This is an optimization exercise on Yosys and OpenROAD, whose aim is small area and a short achievable clock period, not a production implementation. Only simulation tests tie the RTL to the original design; equivalence was not proved. The flow treats the clock pin as an ideal source, which a real chip does not have. Power and IR drop assume default switching activity.

[flow/constraint.sdc]
create_clock -name core_clock -period 7.5 [get_ports {clk}]
set_input_delay 1.5000 -clock core_clock [delete_from_list [all_inputs] [get_ports {clk}]]
set_output_delay 1.5000 -clock core_clock [all_outputs]
set_load 0.01 [all_outputs]
[flow/standard.sh]
#!/bin/bash
# synth_recipe.tcl (not shown) runs the flow's synth.tcl, then flattens the netlist and writes it again
# the make line also repeats each setting of config.mk as NAME=value (left out here)
make -C /OpenROAD-flow-scripts/flow DESIGN_CONFIG=/design/flow/config.mk WORK_HOME=/design/flow/orfs CLKGATE_MAP_FILE= SYNTH_SCRIPT=/design/flow/synth_recipe.tcl "${@:-finish}"
[flow/flow/post_cts.tcl]
# After CTS and its timing repair: upsize the late stages of the read tree, whose
# nets are long, then let repair_timing settle and re-legalize the placement.
#   - a NAND4 that drives a flip-flop (4 groups of one bit, registered) becomes nand4_2
#   - an O21AI that drives a NAND4 (one group of one bit, gated by its high select) becomes o21ai_2
proc amp_load_refs {inst} {
  set refs {}
  foreach p [get_pins -of_objects $inst -filter "direction == output"] {
    foreach lp [get_pins -of_objects [get_nets -of_objects $p] -filter "direction == input"] {
      lappend refs [get_property [get_cells -of_objects $lp] ref_name]
    }
  }
  return $refs
}
set amp_resized 0
foreach inst [get_cells *] {
  set ref [get_property $inst ref_name]
  if {[string match "sky130_fd_sc_hd__nand4_*" $ref]} {
    if {[lsearch -glob [amp_load_refs $inst] "*dfxtp_*"] >= 0} {
      replace_cell $inst sky130_fd_sc_hd__nand4_2
      incr amp_resized
    }
  } elseif {[string match "sky130_fd_sc_hd__o21ai_*" $ref] && $ref ne "sky130_fd_sc_hd__o21ai_4"} {
    if {[lsearch -glob [amp_load_refs $inst] "*nand4_*"] >= 0} {
      replace_cell $inst sky130_fd_sc_hd__o21ai_2
      incr amp_resized
    }
  }
}
puts "post_cts: resized $amp_resized read-tree cells"
estimate_parasitics -placement
report_worst_slack
repair_timing_helper
detailed_placement
check_placement -verbose
estimate_parasitics -placement
report_worst_slack
report_design_area
[flow/config.mk]
export PLATFORM = sky130hd
export DESIGN_NAME = array_mp4
export DESIGN_NICKNAME = array_mp4
export VERILOG_FILES = /design/flow/design.v
export SDC_FILE = /design/flow/constraint.sdc
export NUM_CORES = 4
export LEC_CHECK = 0
export CAP_MARGIN = 30
export CORE_MARGIN = 2
export CORE_UTILIZATION = 50
export CTS_CLUSTER_DIAMETER = 100
export CTS_CLUSTER_SIZE = 20
export SETUP_SLACK_MARGIN = 4.5
export SLEW_MARGIN = 30
export SYNTH_HIERARCHICAL = 1
export TNS_END_PERCENT = 0
[flow/design.v]
package array_mp_pkg;
    localparam int DEFAULT_DATA_W = 8;
    localparam int DEFAULT_ADDR_W = 8;
    localparam int DEFAULT_CH     = 2;
    typedef enum logic [1:0] {
        ACC_IDLE,
        ACC_WRITE,
        ACC_READ,
        ACC_OOR
    } access_e;
    function automatic int idx_width(input int n);
        idx_width = (n > 1) ? $clog2(n) : 1;
    endfunction
    function automatic int wrap_inc(input int base, input int off, input int n);
        int s;
        s = base + off;
        wrap_inc = (s >= n) ? s - n : s;
    endfunction
endpackage
module rr_arbiter
#(
    parameter int N = array_mp_pkg::DEFAULT_CH
) (
    input  logic         clk,
    input  logic         rst,
    input  logic [N-1:0] req,
    output logic [N-1:0] gnt,
    output logic         any
);
    localparam int PTR_W = array_mp_pkg::idx_width(N);
    logic [PTR_W-1:0] ptr;
    logic [PTR_W-1:0] ptr_next;
    logic [PTR_W-1:0] idx;
    always_comb begin
        gnt      = '0;
        any      = 1'b0;
        ptr_next = ptr;
        idx      = '0;
        for (int k = 0; k < N; k++) begin
            idx = PTR_W'(array_mp_pkg::wrap_inc(int'(ptr), k, N));
            if (!any && req[idx]) begin
                gnt[idx] = 1'b1;
                any      = 1'b1;
                ptr_next = PTR_W'(array_mp_pkg::wrap_inc(int'(idx), 1, N));
            end
        end
    end
    always_ff @(posedge clk or posedge rst) begin
        if (rst) begin
            ptr <= '0;
        end else begin
            ptr <= ptr_next;
        end
    end
endmodule
module array_mp
#(
    parameter int DATA_W = array_mp_pkg::DEFAULT_DATA_W,
    parameter int ADDR_W = array_mp_pkg::DEFAULT_ADDR_W,
    parameter int DEPTH  = 1 << ADDR_W,
    parameter int CH     = array_mp_pkg::DEFAULT_CH,
    parameter int LO_W   = ADDR_W / 2
) (
    input  logic                 clk,
    input  logic                 rst,
    input  logic [CH*ADDR_W-1:0] addr,
    input  logic [CH-1:0]        we,
    input  logic [CH*DATA_W-1:0] di,
    input  logic [CH-1:0]        valid,
    output logic [CH-1:0]        ready,
    output logic [CH*DATA_W-1:0] dout
);
    localparam int HI_W  = ADDR_W - LO_W;
    localparam int NGRP  = 1 << HI_W;
    localparam int GSIZE = 1 << LO_W;
    logic [CH-1:0]         gnt;
    logic [CH-1:0][CH-1:0] blk;         
    logic [CH-1:0][CH-1:0] blk_next;
    logic [CH-1:0] ptr_oh;         
    logic [CH-1:0] ptr_oh_next;
    always_comb begin
        ptr_oh_next = ptr_oh;
        for (int g = 0; g < CH; g++) begin
            if (gnt[g]) ptr_oh_next = CH'(1) << ((g + 1) % CH);
        end
        for (int c = 0; c < CH; c++) begin
            for (int k = 0; k < CH; k++) begin
                blk_next[c][k] = 1'b0;
                for (int q = 0; q < CH; q++) begin
                    if (ptr_oh_next[q] && ((k - q + CH) % CH) < ((c - q + CH) % CH)) begin
                        blk_next[c][k] = ~gnt[k];
                    end
                end
            end
        end
    end
    always_ff @(posedge clk or posedge rst) begin
        if (rst) begin
            ptr_oh <= CH'(1);
            for (int c = 0; c < CH; c++) begin
                for (int k = 0; k < CH; k++) begin
                    blk[c][k] <= (k < c);
                end
            end
        end else begin
            ptr_oh <= ptr_oh_next;
            blk    <= blk_next;
        end
    end
    logic [GSIZE-1:0]  lo_oh;
    logic [NGRP-1:0]   hi_oh;
    logic              sel_we;
    logic [DATA_W-1:0] sel_di;
    logic              hit;
    logic [ADDR_W-1:0] sel_addr;
    logic              wb_v;
    logic [ADDR_W-1:0] wb_addr;
    logic [DATA_W-1:0] wb_d;
    amp_sel #(
        .DATA_W(DATA_W), .ADDR_W(ADDR_W), .CH(CH), .LO_W(LO_W)
    ) u_sel (
        .addr   (addr),
        .we     (we),
        .di     (di),
        .valid  (valid),
        .ready  (ready),
        .blk    (blk),
        .wb_v   (wb_v),
        .wb_addr(wb_addr),
        .gnt    (gnt),
        .hit    (hit),
        .sel_addr(sel_addr),
        .lo_oh  (lo_oh),
        .hi_oh  (hi_oh),
        .sel_we (sel_we),
        .sel_di (sel_di)
    );
    always_ff @(posedge clk) begin
        wb_v    <= sel_we & ~rst;
        wb_addr <= sel_addr;
        wb_d    <= sel_di;
    end
    logic [DEPTH-1:0][DATA_W-1:0] words;
    always_ff @(posedge clk) begin
        for (int w = 0; w < DEPTH; w++) begin
            if (wb_v && wb_addr == ADDR_W'(w)) begin
                words[w] <= wb_d;
            end
        end
    end
    logic [NGRP*2*DATA_W-1:0]     l2;
    logic [NGRP*DATA_W-1:0]       l3;
    logic [4*DATA_W-1:0]          l4;
    for (genvar b = 0; b < DATA_W; b++) begin : g_bit
        for (genvar j = 0; j < NGRP; j++) begin : g_grp
            for (genvar h = 0; h < 2; h++) begin : g_half
                logic [7:0] wv;
                for (genvar k = 0; k < 8; k++) begin : g_w
                    assign wv[k] = words[j*GSIZE + 8*h + k][b];
                end
                amp_ao8 u_l12 (
                    .w(wv),
                    .s(lo_oh[8*h +: 8]),
                    .y(l2[(j*2 + h)*DATA_W + b])
                );
            end
            amp_o21ai u_l3 (
                .a1(l2[(j*2 + 0)*DATA_W + b]), .a2(l2[(j*2 + 1)*DATA_W + b]),
                .b1(hi_oh[j]),
                .y (l3[j*DATA_W + b])
            );
        end
        for (genvar g = 0; g < 4; g++) begin : g_quad
            amp_nand4 u_l4 (
                .a(l3[(4*g + 0)*DATA_W + b]), .b(l3[(4*g + 1)*DATA_W + b]),
                .c(l3[(4*g + 2)*DATA_W + b]), .d(l3[(4*g + 3)*DATA_W + b]),
                .y(l4[g*DATA_W + b])
            );
        end
    end
    logic [4*DATA_W-1:0]  l4_q;
    logic [2*DATA_W-1:0]  l5;
    logic [CH-1:0]        xqn;
    logic [CH*DATA_W-1:0] dqn;
    logic [CH*DATA_W-1:0] dqn_next;
    always_ff @(posedge clk) begin
        l4_q <= l4;
    end
    for (genvar b = 0; b < DATA_W; b++) begin : g_oct_b
        for (genvar h = 0; h < 2; h++) begin : g_oct
            amp_nor2 u_l5 (
                .a(l4_q[(2*h)*DATA_W + b]), .b(l4_q[(2*h + 1)*DATA_W + b]),
                .y(l5[h*DATA_W + b])
            );
        end
    end
    for (genvar c = 0; c < CH; c++) begin : g_ch
        for (genvar b = 0; b < DATA_W; b++) begin : g_b
            amp_a32oi u_d (
                .a1(dqn[c*DATA_W + b]), .a2(l5[b]), .a3(l5[DATA_W + b]),
                .b1(dqn[c*DATA_W + b]), .b2(xqn[c]),
                .y (dout[c*DATA_W + b])
            );
            assign dqn_next[c*DATA_W + b] = ~(gnt[c] ? (we[c] ? di[c*DATA_W + b] : (hit & wb_d[b]))
                                                     : dout[c*DATA_W + b]);
        end
    end
    always_ff @(posedge clk or posedge rst) begin
        if (rst) begin
            ready <= '0;
            xqn   <= '1;
            dqn   <= '1;
        end else begin
            ready <= gnt;
            for (int c = 0; c < CH; c++) begin
                xqn[c] <= ~(gnt[c] & ~we[c] & ~hit);
            end
            dqn   <= dqn_next;
        end
    end
endmodule
module amp_ao8 (input logic [7:0] w, input logic [7:0] s, output logic y);
    logic [3:0] n;
    for (genvar k = 0; k < 4; k++) begin : g_p
        assign n[k] = ~((w[2*k] & s[2*k]) | (w[2*k+1] & s[2*k+1]));
    end
    assign y = ~&n;
endmodule
module amp_nand4 (input logic a, b, c, d, output logic y);
    assign y = ~(a & b & c & d);
endmodule
module amp_o21ai (input logic a1, a2, b1, output logic y);
    assign y = ~((a1 | a2) & b1);
endmodule
module amp_nor2 (input logic a, b, output logic y);
    assign y = ~(a | b);
endmodule
module amp_a32oi (input logic a1, a2, a3, b1, b2, output logic y);
    assign y = ~((a1 & a2 & a3) | (b1 & b2));
endmodule
module amp_sel
#(
    parameter int DATA_W = 8,
    parameter int ADDR_W = 8,
    parameter int CH     = 4,
    parameter int LO_W   = 4
) (
    input  logic [CH*ADDR_W-1:0]   addr,
    input  logic [CH-1:0]          we,
    input  logic [CH*DATA_W-1:0]   di,
    input  logic [CH-1:0]          valid,
    input  logic [CH-1:0]          ready,
    input  logic [CH-1:0][CH-1:0]  blk,
    input  logic                   wb_v,
    input  logic [ADDR_W-1:0]      wb_addr,
    output logic [CH-1:0]          gnt,
    output logic                   hit,
    output logic [ADDR_W-1:0]      sel_addr,
    output logic [(1<<LO_W)-1:0]   lo_oh,
    output logic [(1<<(ADDR_W-LO_W))-1:0] hi_oh,
    output logic                   sel_we,
    output logic [DATA_W-1:0]      sel_di
);
    localparam int HI_W  = ADDR_W - LO_W;
    always_comb begin
        for (int c = 0; c < CH; c++) begin
            gnt[c] = valid[c] & ~ready[c] & ~|(valid & blk[c]);
        end
        sel_we   = 1'b0;
        sel_di   = '0;
        sel_addr = '0;
        hit      = 1'b0;
        for (int c = 0; c < CH; c++) begin
            hit      = hit | (gnt[c] & (addr[c*ADDR_W +: ADDR_W] == wb_addr));
            sel_addr = sel_addr | (addr[c*ADDR_W +: ADDR_W] & {ADDR_W{gnt[c]}});
            sel_we = sel_we | (gnt[c] & we[c]);
            sel_di = sel_di | (di[c*DATA_W +: DATA_W] & {DATA_W{gnt[c]}});
        end
        hit = hit & wb_v;
    end
    logic [CH-1:0]                 nb_lo, nb_hi;
    logic [CH-1:0][(1<<LO_W)-1:0]  dlo, tlo;
    logic [CH-1:0][(1<<HI_W)-1:0]  dhi, thi;
    for (genvar c = 0; c < CH; c++) begin : g_c
        amp_a222oi u_nb_lo (
            .a1(valid[(c+1)%CH]), .a2(blk[c][(c+1)%CH]),
            .b1(valid[(c+2)%CH]), .b2(blk[c][(c+2)%CH]),
            .c1(valid[(c+3)%CH]), .c2(blk[c][(c+3)%CH]),
            .y (nb_lo[c])
        );
        amp_a222oi u_nb_hi (
            .a1(valid[(c+1)%CH]), .a2(blk[c][(c+1)%CH]),
            .b1(valid[(c+2)%CH]), .b2(blk[c][(c+2)%CH]),
            .c1(valid[(c+3)%CH]), .c2(blk[c][(c+3)%CH]),
            .y (nb_hi[c])
        );
        amp_dec #(.W(LO_W)) u_dlo (.a(addr[c*ADDR_W +: LO_W]),        .en(~ready[c]), .y(dlo[c]));
        amp_dec #(.W(HI_W)) u_dhi (.a(addr[c*ADDR_W + LO_W +: HI_W]), .en(~ready[c]), .y(dhi[c]));
        for (genvar i = 0; i < (1 << LO_W); i++) begin : g_lo
            amp_nand3 u_t (.a(valid[c]), .b(nb_lo[c]), .c(dlo[c][i]), .y(tlo[c][i]));
        end
        for (genvar j = 0; j < (1 << HI_W); j++) begin : g_hi
            amp_nand3 u_t (.a(valid[c]), .b(nb_hi[c]), .c(dhi[c][j]), .y(thi[c][j]));
        end
    end
    for (genvar i = 0; i < (1 << LO_W); i++) begin : g_lo_or
        amp_nand4 u_o (.a(tlo[0][i]), .b(tlo[1][i]), .c(tlo[2][i]), .d(tlo[3][i]), .y(lo_oh[i]));
    end
    for (genvar j = 0; j < (1 << HI_W); j++) begin : g_hi_or
        amp_nand4 u_o (.a(thi[0][j]), .b(thi[1][j]), .c(thi[2][j]), .d(thi[3][j]), .y(hi_oh[j]));
    end
endmodule
module amp_dec #(parameter int W = 4) (
    input  logic [W-1:0]      a,
    input  logic              en,
    output logic [(1<<W)-1:0] y
);
    always_comb begin
        for (int i = 0; i < (1 << W); i++) begin
            y[i] = en & (a == W'(i));
        end
    end
endmodule
module amp_a222oi (input logic a1, a2, b1, b2, c1, c2, output logic y);
    assign y = ~((a1 & a2) | (b1 & b2) | (c1 & c2));
endmodule
module amp_nand3 (input logic a, b, c, output logic y);
    assign y = ~(a & b & c);
endmodule
module array_mp4 (
    input  logic        clk,
    input  logic        rst,
    input  logic [31:0] addr,
    input  logic [3:0]  we,
    input  logic [31:0] di,
    input  logic [3:0]  valid,
    output logic [3:0]  ready,
    output logic [31:0] dout
);
    array_mp #(
        .DATA_W(8),
        .ADDR_W(8),
        .DEPTH (256),
        .CH    (4)
    ) u_mp (
        .clk   (clk),
        .rst   (rst),
        .addr  (addr),
        .we    (we),
        .di    (di),
        .valid (valid),
        .ready (ready),
        .dout  (dout)
    );
endmodule
[flow/flow/run.sh]
#!/bin/bash
# The standard layout (the standard.sh, ORFS from synthesis to finish) with these changes:
#  - port buffers are buf_4 cells (the default pick is a delay cell), and
#  - timing repair may change a cell's footprint (MATCH_CELL_FOOTPRINT=0), so
#    those port buffers and the logic can be resized freely;
#  - CTS adds no dummy load cells (CTS_CLUSTER_SIZE/DIAMETER from config.mk still apply);
#  - after CTS, flow/post_cts.tcl upsizes the read tree's late stages and repairs again.
# Each tool's output goes to the ORFS logs under orfs/logs; make's own output to make.log.
set -euo pipefail
cfg() { sed -n "s/^export $1 *= *//p" config.mk | tail -1; }
cts_args="-sink_clustering_enable -repair_clock_nets -dont_use_dummy_load"
cs=$(cfg CTS_CLUSTER_SIZE); cd_=$(cfg CTS_CLUSTER_DIAMETER)
[[ -n "$cs" ]] && cts_args="$cts_args -sink_clustering_size $cs"
[[ -n "$cd_" ]] && cts_args="$cts_args -sink_clustering_max_diameter $cd_"
export BUFFER_PORTS_ARGS="-buffer_cell sky130_fd_sc_hd__buf_4"
export MATCH_CELL_FOOTPRINT=0
export CTS_ARGS="$cts_args"
export POST_CTS_TCL="$PWD/flow/post_cts.tcl"
echo "CTS_ARGS=$CTS_ARGS" > run_settings.log
bash standard.sh \
  "BUFFER_PORTS_ARGS=$BUFFER_PORTS_ARGS" \
  "MATCH_CELL_FOOTPRINT=$MATCH_CELL_FOOTPRINT" \
  "CTS_ARGS=$CTS_ARGS" \
  "POST_CTS_TCL=$POST_CTS_TCL" \
  finish > make.log 2>&1
test -f out/final.def
==> impl_metrics.tcl, run 1 <==
set metrics [dict create \
    final_cell_count_no_fill 7099 \
    yosys.area.top_type "edfxtp_1" \
    setup_viol 0 \
    fin_skew_ps 48.9 \
    grt_usage_pct 27.5 \
    layout.nets 5102 \
    clkTransAtPathRegs_ps 80 \
    max_freq_mhz 296 \
    critical-path-slowest-cell "a222oi_1" \
    dp_hpwl_mm 127 \
    seqCellArea_um2 64000 \
    synth_top_family_by_area "compound AO/OA/AOI/OAI gates" \
    path_buf_inv 6 \
    synth_flop_cell "edfxtp_1" \
    drc 0 \
    p_int_mw 18.1 \
    dpl.cell_count 6911 \
    p_sw_share_pct 28.7 \
    io_pins 110 \
    core-area_um2 159000 \
    cpMostUsedCell "buf_4" \
    syn_inst 4662 \
    cp_num_cells 13 \
    power_frac_comb_pct 17.1 \
    crit_chain "buf_16, a222oi_1, buf_4, buf_4, nand3_1, nand4_1, buf_4, buf_4, clkbuf_16, a22oi_1, nand4_1, o21ai_2, nand4_2" \
    layout_common_cells "2048 x edfxtp_1, 1034 x a22oi_1, 289 x nand4_1" \
    fin_crit_ps 3370 \
    totalWireLength_mm 245 \
    grt_pass1_vias 45421 \
    synth_fa_ha_area_share_pct 0 \
    synth_seq_area_share_pct 79.8 \
    final_common_cell "edfxtp_1" \
    r2r_cells 4 \
    whs_ps 608 \
    cts.sinks 2152 \
    critPathLaunchType "input port" \
    detail_route.first_pass.iterations 9 \
    ys_types 47 \
    worstSetupEndpointType "flop" \
    worstPathRequired_ps 8170 \
    hold_viol 0 \
    num_vias 48929 \
    die_y_um 404 \
    detail-route-antenna-nets 0 \
    p_total_mw 25.5 \
    area_growth_pct 13.2 \
    worst_pin_slew_ps 1100 \
    tns_ps 0 \
    ir_drop_mv 0.182 \
    place_congestion 0.915 \
    synthArstFlopShare_pct 2.56 \
    drt-initial-drc-count 7305 \
    min_path_type "flop to flop" \
    fillers 12041 \
    yosys-top-cells-area "edfxtp_1 77%, a22oi_1 9.9%, nand4_1 2.5%" \
    path_class "input port to flop" \
    ys_ff_latch 2152 \
    synth_compound_area_share_pct 11.7 \
    synthSimpleGateAreaFrac_pct 7.45 \
    slowest_delay_ps 340 \
    overflow 0 \
    power.share.clock_pct 25.1 \
    whs_path_depth 2 \
    max-slew-margin-rel_pct 27.0 \
    cp.arrival_ps 4050 \
    drv_slew 0 \
    io_buffers 109 \
    synth_xor_area_share_pct 0.350 \
    ys.warnings.count 9 \
    crit_family "buffers and inverters" \
    tritoncts "done" \
    syn_avg_cell_area_um2 17.2 \
    routed_via_density 6.89 \
    netSwitchingPower_mw 7.30 \
    cap_violations 0 \
    rows 146 \
    synth_edf_count 2048 \
    syn_area_um2 80100 \
    fin_crit_sh_pct 45.0 \
    drive_gt1_share_pct 19.5 \
    fp.dieW_um 404 \
    p_leak_nw 27.1 \
    crit_path_max_fanout 42 \
    rsz0062_at_grt "true" \
    multi_input_area_um2 17500 \
    yosys.area.top_type_share_pct 76.8 \
    initial_core_util_pct 50.4 \
    drt-wirelength-per-cell_um 34.5 \
    grt_pass1_wl_mm 327 \
    synthMuxAreaShare_pct 0 \
    power.density_nw_per_um2 281 \
    antenna_found_initial 4 \
    seqPwrFrac_pct 57.8 \
    worstSkewPairLatency_ps 770 \
    outcome "timing/DRC/antenna clean" \
    grt_max_degree 201 \
    die_area_um2 163000 \
]
==> cells in the mapped netlist (5+ instances only) <==
cell	count
a222oi_1	12
a22oi_1	1058
a31o_2	33
a32oi_1	32
buf_1	14
buf_2	7
buf_4	5
buf_6	5
clkbuf_1	80
dfrtp_1	12
dfstp_2	43
dfxtp_1	49
edfxtp_1	2048
inv_1	9
nand2_1	59
nand2b_1	19
nand3_1	140
nand3b_1	50
nand4_1	321
nand4bb_1	6
nor2_1	153
nor3_1	272
nor3_2	18
nor4_1	11
o21ai_1	128
or3b_4	8
xor2_1	32
==> power groups by stage <==
stage | Clock [mW] | Combinational (mW) | Sequential, mW
floorplan | 0 | 1.61 | 15.3
global placement | 0 | 3.61 | 14.9
global route | 6.85 | 4.54 | 14.7
finish | 6.40 | 4.35 | 14.7
detailed placement | 0 | 3.73 | 15.0
==> state kept, by name, indices dropped and copies added, names as in the netlist <==
signal / flops
u_mp.blk: 12
u_mp.ptr_oh: 3
u_mp.xqn: 4
u_mp.wb_addr: 8
u_mp.wb_v: 1
u_mp.l4_q: 32
u_mp.wb_d: 8
u_mp.dqn: 32
u_mp.ready: 4
u_mp.words: 2048
==> layout make-up <==
cell class / instances / area share (%)
antenna: 1 / 0.00276
clock buffer: 118 / 3.26
inverter: 9 / 0.0373
multi-input combinational: 2393 / 19.3
sequential: 2152 / 70.6
tap: 2072 / 2.86
timing repair buffer: 354 / 4.00
==> worst paths after layout <==
path | start | end | slack (ps)
max in group asynchronous | rst | u_mp.ready[2] | 5990
hold reg to reg | u_mp.ptr_oh[0] | u_mp.blk[13] | 610
min in group asynchronous | rst | u_mp.blk[1] | 650
hold / removal | u_mp.ptr_oh[0] | u_mp.blk[13] | 610
setup reg to reg | u_mp.wb_addr[6] | u_mp.words[163] | 4180
setup / recovery | valid[1] | u_mp.l4_q[13] | 4130
==> metrics by stage <==
stage	worst slack [ps]	util (%)	area, µm²
floorplan	1660	-	80100
global placement	2400	53.3	84600
detailed placement	2340	53.8	85300
global route	4100	57.1	90700
finish	4130	57.1	90700
==> per-module statistics from Yosys (local to each module, per instance), excerpt <==
module / cells inside / cell area, µm² / flip-flops and latches
amp_nand3: 1 / 5.00 / 0
amp_o21ai: 1 / 5.00 / 0
amp_a32oi: 1 / 8.76 / 0
amp_nand4: 1 / 6.26 / 0
amp_a222oi: 1 / 10.0 / 0
amp_nor2: 1 / 3.75 / 0
amp_ao8: 5 / 36.3 / 0
==> routing by layer <==
layer  vias up  GRT usage [%]  part of all wire, %
li1      20477              -                    -
met1     25425           41.1                   41
met2      2707           43.5                   47
met3       318           3.49                  9.9
met4         2           6.43                  2.3
met5         -              0               0.0045
==> worst reg2reg max path: stages (launching register included) <==
cell and delay, ps:
dfxtp_1 500, buf_4 340, or4b_1 990, nor3_1 920
buf_4 280
==> logic make-up (layout without fill, tap and decap cells) <==
group,after synthesis,after routing
AO/OA/AOI/OAI,1276,1276
flip-flops,2152,2152
AND/OR/NAND/NOR,1080,1081
other,1,5
XOR/XNOR,32,32
buffers and inverters,121,481
==> run 2, diff against run 1 <==
--- a/flow/config.mk
+++ b/flow/config.mk
@@ -8,5 +8,5 @@
 export CAP_MARGIN = 30
 export CORE_MARGIN = 2
-export CORE_UTILIZATION = 50
+export CORE_UTILIZATION = 56
 export CTS_CLUSTER_DIAMETER = 100
 export CTS_CLUSTER_SIZE = 20
==> run 2 against run 1 <==
Cell count is 1.8% lower; register-to-register slack better by 30 ps; largest power group unchanged; combinational power is 4.6% higher; routed wire length is 1.1% higher; critical path depth is 1 lower.
==> impl_metrics.tcl, run 2 <==
set metrics [dict create \
    cts.sinks 2152 \
    grt_pass1_vias 46061 \
    core-area_um2 142000 \
    worstSetupEndpointType "flop" \
    yosys.area.top_type "edfxtp_1" \
    multi_input_area_um2 17500 \
    io_pins 110 \
    synth_seq_area_share_pct 79.8 \
    dpl.cell_count 6777 \
    ys_ff_latch 2152 \
    rsz0062_at_grt "true" \
    antenna_found_initial 4 \
    yosysMostFrequentCell "edfxtp_1" \
    fillers 10007 \
    crit_path_max_fanout 48 \
    path_class "input port to flop" \
    cpMostUsedCell "buf_4" \
    drc 0 \
    max_freq_mhz 300 \
    ys_types 47 \
    hp-start "u_mp.ptr_oh[0]" \
    r2r_end "u_mp.words[665]" \
    initial_core_util_pct 56.5 \
    final_cell_count_no_fill 6973 \
    critPathLaunchType "input port" \
    slowest_delay_ps 420 \
    seqCellArea_um2 64000 \
    yosys-top-cells-area "edfxtp_1 77%, a22oi_1 9.9%, nand4_1 2.5%" \
    synth_edf_count 2048 \
    layout_common_cells "2048 x edfxtp_1, 1045 x a22oi_1, 299 x buf_4" \
    syn_area_um2 80100 \
    grt_max_degree 203 \
    top_register "u_mp.words" \
    regToRegSetupSlack_ps 4210 \
    fin_crit_sh_pct 44.4 \
    final_common_cell "edfxtp_1" \
    drive_gt1_share_pct 19.8 \
    die_area_um2 146000 \
    cp.arrival_ps 4000 \
    tritoncts "done" \
    syn_avg_cell_area_um2 17.2 \
    ir_drop_mv 0.332 \
    worstSkewPairLatency_ps 770 \
    fin_crit_ps 3330 \
    synth_flop_cell "edfxtp_1" \
    outcome "timing/DRC/antenna clean" \
    drt-wirelength-per-cell_um 35.5 \
    synthArstFlopShare_pct 2.56 \
    power.density_nw_per_um2 282 \
    area_growth_pct 13.7 \
    fp.dieW_um 382 \
    netlist_top_cells_count "2048 x edfxtp_1, 1058 x a22oi_1, 321 x nand4_1, 272 x nor3_1, 153 x nor2_1" \
    cap_violations 0 \
    hold_end "u_mp.blk[13]" \
    critical-path-slowest-cell "a222oi_1" \
    detail_route.first_pass.iterations 10 \
    rows 138 \
    fin_skew_ps 78.9 \
    p_leak_nw 27.4 \
    totalWireLength_mm 248 \
    dp_hpwl_mm 135 \
    yosys.area.top_type_share_pct 76.8 \
    largest_reg_flops 2048 \
    drv_slew 0 \
    worstPathRequired_ps 8170 \
    grt_usage_pct 32.0 \
    place_congestion 0.867 \
    whs_path_depth 2 \
    layout.nets 5153 \
    setup_viol 0 \
    io_buffers 109 \
    routed_via_density 7.12 \
    syn_inst 4662 \
    startpoint "valid[0]" \
    ys.warnings.count 9 \
    clkTransAtPathRegs_ps 90 \
    detail-route-antenna-nets 0 \
    r2r_cells 5 \
    worst_pin_slew_ps 1030 \
    min_path_type "flop to flop" \
    tns_ps 0 \
    crit_chain "buf_8, a222oi_1, buf_4, nand3_1, nand4_1, buf_4, buf_4, buf_12, a22oi_1, nand4_1, o21ai_2, nand4_2" \
    grt_pass1_wl_mm 338 \
    drt-initial-drc-count 7197 \
    num_vias 49677 \
    top_regs "u_mp.words (2048), u_mp.dqn (32), u_mp.l4_q (32)" \
    hold_viol 0 \
    regToRegStartpoint "u_mp.wb_addr[3]" \
    overflow 0 \
    die_y_um 382 \
    max-slew-margin-rel_pct 31.2 \
]
## run 2: metal layers
layer  GRT usage, %  vias up  part of all wire [%]
li1               -    20566                     -
met1           49.1    25827                    41
met2           48.9     2954                    46
met3           4.53      328                    11
met4           7.78        2                   2.3
met5              0        -                0.0036
## run 2: layout make-up
cell class	count	area share, %
Tap cell	1890	2.60
Timing Repair Buffer	405	4.54
Inverter	9	0.0371
Sequential cell	2152	70.3
Multi-Input combinational cell	2394	19.3
Antenna cell	6	0.0165
Clock buffer	117	3.22
## run 2: logic make-up (layout without fill, tap and decap cells)
group / after synthesis / count (layout) / share of synthesized area, %
other cells: 1 / 10 / 0.00468
simple gates: 1080 / 1082 / 7.45
compound gates: 1276 / 1276 / 11.7
xor+xnor: 32 / 32 / 0.350
buf+inv: 121 / 531 / 0.669
flops: 2152 / 2152 / 79.8
## run 2: how the worst max path moves through the flow
stage	endpoint	slack, ps	cells after the start
final	u_mp.l4_q[24]	4170	12
after global routing	u_mp.l4_q[9]	4170	12
after detailed placement	u_mp.l4_q[24]	3030	11
after global placement	u_mp.l4_q[24]	3000	11
after floorplan	u_mp.l4_q[0]	1660	7
## run 2: report_power, final
part           switching [mW]  internal, mW
clock                    3.58          2.76
sequential              0.496          14.3
combinational            3.32          1.23
## run 2: per-stage QoR
stage	power [mW]	hold slack [ps]	cell area (µm²)	setup slack (ps)	util, %
6_report	25.6	597	91000	4170	64.2
3_3_place_gp	18.7	596	84600	3000	59.7
3_5_place_dp	18.8	587	85300	3030	60.2
5_1_grt	26.3	597	91000	4170	64.2
2_1_floorplan	16.9	547	80100	1660	-
## run 2: critical path, delay by kind of cell
kind | cells | cell delay [ps]
buffers and inverters | 5 | 1160
and+or+nand+nor | 4 | 590
AOI/OAI and AO/OA | 3 | 680
## run 2: modules after synthesis, one instance, submodules excluded, excerpt
module	flip-flops and latches	copies in the design	cells inside
amp_o21ai	0	128	1
amp_a32oi	0	32	1
amp_nand3	0	128	1
amp_ao8	0	256	5
amp_a222oi	0	8	1
amp_nor2	0	16	1
amp_nand4	0	64	1
==> run 3, diff against run 2 <==
--- a/flow/config.mk
+++ b/flow/config.mk
@@ -8,5 +8,5 @@
 export CAP_MARGIN = 30
 export CORE_MARGIN = 2
-export CORE_UTILIZATION = 56
+export CORE_UTILIZATION = 62
 export CTS_CLUSTER_DIAMETER = 100
 export CTS_CLUSTER_SIZE = 20
==> run 3 against run 2 <==
Worst setup slack got worse by 73 ps; synthesized cell count unchanged; power fell by 0.61%; combinational power fell by 1%; routed wire length decreased by 6.2%; via count fell by 0.95%; register-to-register slack worse by 110 ps; sequential power barely moved; clock power hardly changed; highest routed layer unchanged; hold slack worse by 23 ps.
==> impl_metrics.tcl, run 3 <==
set metrics [dict create \
    drt-initial-drc-count 7035 \
    die_y_um 363 \
    r2r_end "u_mp.words[568]" \
    fin_skew_ps 96.2 \
    worstSkewPairLatency_ps 790 \
    synthMuxAreaShare_pct 0 \
    crit_path_max_fanout 16 \
    max-slew-margin-rel_pct 30.8 \
    io_buffers 109 \
    crit_family "simple AND/OR/NAND/NOR gates" \
    worstSetupEndpointType "flop" \
    fp.dieW_um 363 \
    slowest_delay_ps 1050 \
    ys_ff_latch 2152 \
    core-area_um2 128000 \
    outcome "timing/DRC/antenna clean" \
    critPathLaunchType "flop" \
    grt_pass1_wl_mm 325 \
    cts.sinks 2152 \
    ys_types 47 \
    worst_pin_slew_ps 1040 \
    synth_top_family_by_area "compound AO/OA/AOI/OAI gates" \
    ir_drop_mv 0.364 \
    synth_compound_area_share_pct 11.7 \
    top_regs "u_mp.words (2048), u_mp.dqn (32), u_mp.l4_q (32)" \
    netlist_top_cells_count "2048 x edfxtp_1, 1058 x a22oi_1, 321 x nand4_1, 272 x nor3_1, 153 x nor2_1" \
    syn_inst 4662 \
    synthArstFlopShare_pct 2.56 \
    min_path_type "flop to flop" \
    power.density_nw_per_um2 283 \
    overflow 0 \
    dp_slack_ps 2700 \
    synthSimpleGateAreaFrac_pct 7.45 \
    path_class "flop to flop" \
    rsz0062_at_grt "true" \
    largest_reg_flops 2048 \
    ys.warnings.count 9 \
    final_area_um2 90200 \
    crit_chain "buf_4, or4b_2, nor3_2" \
    yosys.area.top_type "edfxtp_1" \
    area_growth_pct 12.6 \
    p_leak_nw 27.1 \
    regToRegSetupSlack_ps 4100 \
    synth_flop_cell "edfxtp_1" \
    startpoint "u_mp.wb_addr[6]" \
    routed_via_density 7.39 \
    fin_crit_sh_pct 45.4 \
    detail-route-antenna-nets 0 \
    setup_viol 0 \
    place_area_um2 84800 \
    fin_ws_ps 4100 \
    layout.nets 5067 \
    syn_avg_cell_area_um2 17.2 \
    yosys.area.top_type_share_pct 76.8 \
    yosys-top-cells-area "edfxtp_1 77%, a22oi_1 9.9%, nand4_1 2.5%" \
    tritoncts "done" \
    r2r_cells 3 \
    path_buf_inv 1 \
    die_area_um2 132000 \
    totalWireLength_mm 232 \
    drt-wirelength-per-cell_um 34.9 \
    rows 131 \
    io_pins 110 \
    grt_max_degree 206 \
    num_vias 49204 \
    syn_area_um2 80100 \
    layout_common_cells "2048 x edfxtp_1, 1044 x a22oi_1, 289 x nand4_1" \
    synth_edf_count 2048 \
    max_freq_mhz 294 \
    whs_path_depth 4 \
    cap_violations 0 \
    antenna_found_initial 6 \
    grt_usage_pct 34.0 \
    fin_crit_ps 3400 \
    synth_seq_area_share_pct 79.8 \
    dp_hpwl_mm 133 \
    synth_fa_ha_area_share_pct 0 \
    yosysMostFrequentCell "edfxtp_1" \
    drc 0 \
    place_congestion 0.926 \
    crit_end "u_mp.words[568]" \
    worstPathRequired_ps 7920 \
    initial_core_util_pct 62.6 \
    drv_slew 0 \
    grt_pass1_vias 46343 \
    regToRegStartpoint "u_mp.wb_addr[6]" \
    synth_xor_area_share_pct 0.350 \
    hold_viol 0 \
    drive_gt1_share_pct 19.8 \
    critical-path-slowest-cell "or4b_2" \
    tns_ps 0 \
    top_register "u_mp.words" \
    clkTransAtPathRegs_ps 90 \
    detail_route.first_pass.iterations 6 \
    cp.arrival_ps 3830 \
    final_common_cell "edfxtp_1" \
    cp_num_cells 3 \
]
-- run 3: cell counts after synthesis --
Identical to the previous run, type by type.
-- run 3: per-module statistics from Yosys, one instance, submodules excluded, a selection --
module / times used / flops+latches / cell area [µm²]
amp_nor2: 16 / 0 / 3.75
amp_nand4: 64 / 0 / 6.26
amp_nand3: 128 / 0 / 5.00
amp_a222oi: 8 / 0 / 10.0
amp_o21ai: 128 / 0 / 5.00
amp_a32oi: 32 / 0 / 8.76
amp_ao8: 256 / 0 / 36.3
-- run 3: area by class of cell --
cell class / count / area, µm²
sequential: 2152 / 64000
timing repair buffer: 320 / 3250
clock buffer: 117 / 2930
multi-input combinational: 2393 / 17900
inverter: 9 / 33.8
tap: 1662 / 2080
antenna: 1 / 2.50
fill: 8188 / 37700
-- run 3: how the worst min path moves through the flow --
stage                          from            to
finish              u_mp.words[880]  u_mp.l4_q[8]
global route        u_mp.words[880]  u_mp.l4_q[8]
detailed placement   u_mp.ptr_oh[1]   u_mp.blk[2]
global placement     u_mp.ptr_oh[1]   u_mp.blk[2]
floorplan            u_mp.ptr_oh[1]   u_mp.blk[9]
-- run 3: through the flow --
| stage | std cells | power, mW | hold WS, ps | utilization [%] |
|---|---|---|---|---|
| after global routing | 6653 | 26.1 | 610 | 70.5 |
| after floorplan | 4665 | 16.9 | 547 | - |
| after global placement | 6475 | 18.6 | 583 | 65.5 |
| after detailed placement | 6483 | 18.8 | 600 | 66.3 |
| final | 6654 | 25.5 | 574 | 70.5 |
-- run 3: cells by family (layout without fill, tap and decap cells) --
family / Yosys count / in the layout
buffers and inverters: 121 / 446
AND/OR/NAND/NOR: 1080 / 1081
AO/OA/AOI/OAI: 1276 / 1276
XOR/XNOR: 32 / 32
other: 1 / 5
flip-flops: 2152 / 2152
-- run 3: worst register-to-register path, cell delays in order, from the launching register on --
cell     delay (ps)
dfxtp_1         950
buf_4           460
or4b_2         1060
nor3_2          630
-- run 3: where the power goes --
part           internal (mW)  leakage, nW  switching (mW)  total, mW
Sequential              14.3         19.8           0.422       14.7
Combinational           1.17         5.87            3.33       4.50
Clock                   2.75         1.44            3.56       6.32
-- run 3: per-layer routing --
metal	vias to the layer above	wire (µm)	GRT usage (%)
li1	20425	-	-
met1	25336	91800	50.8
met2	3023	107000	51.7
met3	406	26800	6.89
met4	14	6720	9.88
met5	-	87	0
==> run 4, diff against run 3 <==
--- a/flow/design.v
+++ b/flow/design.v
@@ -152,4 +152,5 @@
     logic [NGRP*DATA_W-1:0]       l3;
     logic [4*DATA_W-1:0]          l4;
+    logic [2*DATA_W-1:0]          l5;
     for (genvar b = 0; b < DATA_W; b++) begin : g_bit
         for (genvar j = 0; j < NGRP; j++) begin : g_grp
@@ -178,30 +179,24 @@
             );
         end
-    end
-    logic [4*DATA_W-1:0]  l4_q;
-    logic [2*DATA_W-1:0]  l5;
-    logic [CH-1:0]        xqn;
-    logic [CH*DATA_W-1:0] dqn;
-    logic [CH*DATA_W-1:0] dqn_next;
-    always_ff @(posedge clk) begin
-        l4_q <= l4;
-    end
-    for (genvar b = 0; b < DATA_W; b++) begin : g_oct_b
         for (genvar h = 0; h < 2; h++) begin : g_oct
             amp_nor2 u_l5 (
-                .a(l4_q[(2*h)*DATA_W + b]), .b(l4_q[(2*h + 1)*DATA_W + b]),
+                .a(l4[(2*h)*DATA_W + b]), .b(l4[(2*h + 1)*DATA_W + b]),
                 .y(l5[h*DATA_W + b])
             );
         end
     end
+    logic [CH*DATA_W-1:0] dout_next;
     for (genvar c = 0; c < CH; c++) begin : g_ch
+        logic xn;
+        assign xn = ~(gnt[c] & ~we[c] & ~hit);
         for (genvar b = 0; b < DATA_W; b++) begin : g_b
+            logic yn;
+            assign yn = ~((gnt[c] & we[c] & di[c*DATA_W + b]) | (gnt[c] & ~we[c] & hit & wb_d[b])
+                        | (~gnt[c] & dout[c*DATA_W + b]));
             amp_a32oi u_d (
-                .a1(dqn[c*DATA_W + b]), .a2(l5[b]), .a3(l5[DATA_W + b]),
-                .b1(dqn[c*DATA_W + b]), .b2(xqn[c]),
-                .y (dout[c*DATA_W + b])
+                .a1(yn), .a2(l5[b]), .a3(l5[DATA_W + b]),
+                .b1(yn), .b2(xn),
+                .y (dout_next[c*DATA_W + b])
             );
-            assign dqn_next[c*DATA_W + b] = ~(gnt[c] ? (we[c] ? di[c*DATA_W + b] : (hit & wb_d[b]))
-                                                     : dout[c*DATA_W + b]);
         end
     end
@@ -209,12 +204,8 @@
         if (rst) begin
             ready <= '0;
-            xqn   <= '1;
-            dqn   <= '1;
+            dout  <= '0;
         end else begin
             ready <= gnt;
-            for (int c = 0; c < CH; c++) begin
-                xqn[c] <= ~(gnt[c] & ~we[c] & ~hit);
-            end
-            dqn   <= dqn_next;
+            dout  <= dout_next;
         end
     end
--- a/flow/flow/post_cts.tcl
+++ b/flow/flow/post_cts.tcl
@@ -1,5 +1,5 @@
 # After CTS and its timing repair: upsize the late stages of the read tree, whose
 # nets are long, then let repair_timing settle and re-legalize the placement.
-#   - a NAND4 that drives a flip-flop (4 groups of one bit, registered) becomes nand4_2
+#   - a NAND4 that drives a NOR2 (4 groups of one bit) becomes nand4_4
 #   - an O21AI that drives a NAND4 (one group of one bit, gated by its high select) becomes o21ai_2
 proc amp_load_refs {inst} {
@@ -16,6 +16,6 @@
   set ref [get_property $inst ref_name]
   if {[string match "sky130_fd_sc_hd__nand4_*" $ref]} {
-    if {[lsearch -glob [amp_load_refs $inst] "*dfxtp_*"] >= 0} {
-      replace_cell $inst sky130_fd_sc_hd__nand4_2
+    if {[lsearch -glob [amp_load_refs $inst] "*nor2_*"] >= 0} {
+      replace_cell $inst sky130_fd_sc_hd__nand4_4
       incr amp_resized
     }
--- a/flow/config.mk
+++ b/flow/config.mk
@@ -8,5 +8,5 @@
 export CAP_MARGIN = 30
 export CORE_MARGIN = 2
-export CORE_UTILIZATION = 62
+export CORE_UTILIZATION = 40
 export CTS_CLUSTER_DIAMETER = 100
 export CTS_CLUSTER_SIZE = 20
==> run 4 against run 3 <==
Largest cell class unchanged; core utilization is 23 points lower; maximum frequency is 5.1% lower; largest power group unchanged; critical endpoint is now u_mp.dout[10]; first-iteration DRC count is 11% higher; power is 0.72% higher.
==> impl_metrics.tcl, run 4 <==
set metrics [dict create \
    outcome "timing/DRC/antenna clean" \
    synth_edf_count 2048 \
    worst_pin_slew_ps 1100 \
    drt-initial-drc-count 7814 \
    regToRegStartpoint "u_mp.ready[0]" \
    hold_viol 0 \
    synth_flop_cell "edfxtp_1" \
    hold_end "u_mp.blk[13]" \
    overflow 0 \
    syn_avg_cell_area_um2 17.2 \
    tritoncts "done" \
    fin_crit_sh_pct 47.8 \
    hp-start "u_mp.ptr_oh[0]" \
    whs_path_depth 2 \
    totalWireLength_mm 280 \
    worstSkewPairLatency_ps 810 \
    fillers 16575 \
    top_register "u_mp.words" \
    synth_seq_area_share_pct 79.5 \
    top_regs "u_mp.words (2048), u_mp.dout (32), u_mp.blk (12)" \
    die_area_um2 202000 \
    p_leak_nw 27.9 \
    rsz0062_at_grt "true" \
    syn_area_um2 79400 \
    grt_pass1_vias 47865 \
    drive_gt1_share_pct 21.2 \
    min_path_type "flop to flop" \
    place_area_um2 85700 \
    fin_util_pct 47.3 \
    yosys.area.top_type "edfxtp_1" \
    max-slew-margin-rel_pct 26.7 \
    setup_viol 0 \
    synthArstFlopShare_pct 2.41 \
    critPathLaunchType "input port" \
    final_area_um2 93300 \
    antenna_found_initial 12 \
    place_congestion 0.863 \
    clkTransAtPathRegs_ps 90 \
    tns_ps 0 \
    fp.dieW_um 450 \
    path_class "input port to flop" \
    worstPathRequired_ps 8180 \
    area_growth_pct 17.5 \
    io_buffers 109 \
    syn_inst 4630 \
    yosys.area.top_type_share_pct 77.4 \
    initial_core_util_pct 40.2 \
    final_common_cell "edfxtp_1" \
    grt_pass1_wl_mm 376 \
    crit_path_max_fanout 16 \
    rows 163 \
    drt-wirelength-per-cell_um 36.2 \
    p_total_mw 25.7 \
    cts.sinks 2116 \
    layout_common_cells "2048 x edfxtp_1, 1001 x a22oi_1, 289 x nand4_1" \
    dp_hpwl_mm 134 \
    detail-route-antenna-nets 0 \
    drv_slew 0 \
    yosysMostFrequentCell "edfxtp_1" \
    max_freq_mhz 279 \
    worstSetupEndpointType "flop" \
    fin_skew_ps 125 \
    power.density_nw_per_um2 275 \
    netlist_top_cells_count "2048 x edfxtp_1, 1058 x a22oi_1, 321 x nand4_1, 246 x nor3_1, 150 x nor2_1" \
    regToRegSetupSlack_ps 4160 \
    fin_crit_ps 3590 \
    num_vias 51359 \
    grt_max_degree 213 \
    ys.warnings.count 9 \
    drc 0 \
    yosys-top-cells-area "edfxtp_1 77%, a22oi_1 10%, nand4_1 2.5%" \
    ys_ff_latch 2116 \
    whs_ps 560 \
    cap_violations 0 \
    io_pins 110 \
    grt_usage_pct 26.0 \
    cp.arrival_ps 4260 \
    r2r_end "u_mp.dout[30]" \
    ir_drop_mv 0.211 \
    die_y_um 450 \
    ys_types 48 \
    detail_route.first_pass.iterations 7 \
    core-area_um2 197000 \
    largest_reg_flops 2048 \
    layout.nets 5160 \
    routed_via_density 6.64 \
    r2r_cells 13 \
]
run 4: changes by cell type after synthesis, moves of 6 or more:
cell and change:
nor3_2 +10, buf_1 +7, nor3_1 -26, dfxtp_1 -32, nor4_1 +7, clkbuf_1 -12
nor4_2 +10, dfstp_2 -36, buf_2 +6, dfrtp_1 +32
run 4: metal layers:
metal  global-route usage [%]  vias up  part of all wire (%)
li1                         -    20610                     -
met1                     35.0    26483                    37
met2                     41.0     3644                    47
met3                     4.78      620                    11
met4                     12.7        2                   5.4
met5                        0        -                0.0039
run 4: how the worst max path moves through the flow:
stage	startpoint	to	slack, ps
finish	addr[26]	u_mp.dout[10]	3910
global route	valid[3]	u_mp.dout[0]	3980
detailed placement	valid[0]	u_mp.dout[23]	1820
global placement	valid[0]	u_mp.dout[22]	1240
floorplan	valid[0]	u_mp.dout[0]	1350
run 4: logic make-up (layout without fill, tap and decap cells):
kind of cell | after synthesis | after routing | share of synthesized area (%)
AO/OA/AOI/OAI | 1274 | 1274 | 11.8
XOR/XNOR | 32 | 32 | 0.353
buffers and inverters | 124 | 575 | 0.707
flip-flops | 2116 | 2116 | 79.5
other | 1 | 12 | 0.00472
AND/OR/NAND/NOR | 1083 | 1083 | 7.69
run 4: where the power goes:
part | leakage, nW | total (mW) | internal, mW | switching, mW
sequential | 19.6 | 14.4 | 14.0 | 0.399
clock | 1.44 | 6.36 | 2.75 | 3.61
combinational | 6.94 | 4.96 | 1.32 | 3.64
run 4: modules after synthesis (local to each module, per instance), excerpt:
module,flops+latches,copies in the design,cells inside,cell area [µm²]
amp_nor2,0,16,1,3.75
amp_a32oi,0,32,1,8.76
amp_nand3,0,128,1,5.00
amp_a222oi,0,8,1,10.0
amp_o21ai,0,128,1,5.00
amp_ao8,0,256,5,36.3
amp_nand4,0,64,1,6.26
run 4: critical path, stage by stage:
cell,delay [ps]
buf_4,160
nand3b_1,220
nor2_1,80
nand3_1,120
nand4_1,140
buf_4,200
buf_4,210
buf_16,210
a22oi_1,270
nand4_1,270
o21ai_2,270
nand4_4,150
nor2_4,270
a32oi_1,150
run 4: cell type report:
cell class                 instances  area, µm²  share of cell area [%]
multi-input combinational       2393      18200                    19.5
timing repair buffer             448       5680                    6.08
sequential                      2116      63200                    67.7
inverter                          10       37.5                  0.0402
antenna                            8       20.0                  0.0214
clock buffer                     117       2930                    3.14
tap                             2640       3300                    3.54
run 4: stage by stage:
stage | cells | worst slack (ps)
final | 7732 | 3910
after global routing | 7730 | 3980
after detailed placement | 7454 | 1820
after global placement | 7437 | 1240
after floorplan | 4633 | 1350

-- afterwards: timing with drivers on the ports --
How much do the figures lean on ideal ports? The routed layouts below were timed once more, with nothing changed but the port constraints.
Step 1 (the two cells are an assumption about what drives the block):
set clk [get_ports {clk}]
set_driving_cell -lib_cell sky130_fd_sc_hd__clkbuf_16 $clk
set_driving_cell -lib_cell sky130_fd_sc_hd__buf_2 [delete_from_list [all_inputs] $clk]
Step 2 moves the port delays by t, midway between the first and last clock arrival at a register: inputs arrive t later, outputs are due t later. That takes back most of the time a late clock gives input paths.
Three values: ideal, step 1, step 2; two values: the first two.
run	t (ns)	setup WS [ns]	latest minus earliest clock arrival (ns)	worst slew at a driven data input, ns
run 1	0.834	4.126 / 4.078 / 3.292	0.054 / 0.054	0.11
run 2	0.811	4.170 / 4.110 / 3.312	0.079 / 0.079	0.13
run 3	0.819	4.097 / 4.097 / 3.358	0.098 / 0.098	0.27
run 4	0.842	3.913 / 3.771 / 2.929	0.146 / 0.146	0.26
After both steps setup and hold are still met in every run listed. The setup slack of run 4, which loses most, moves by -0.142 ns with the drivers and by -0.984 ns with both steps.
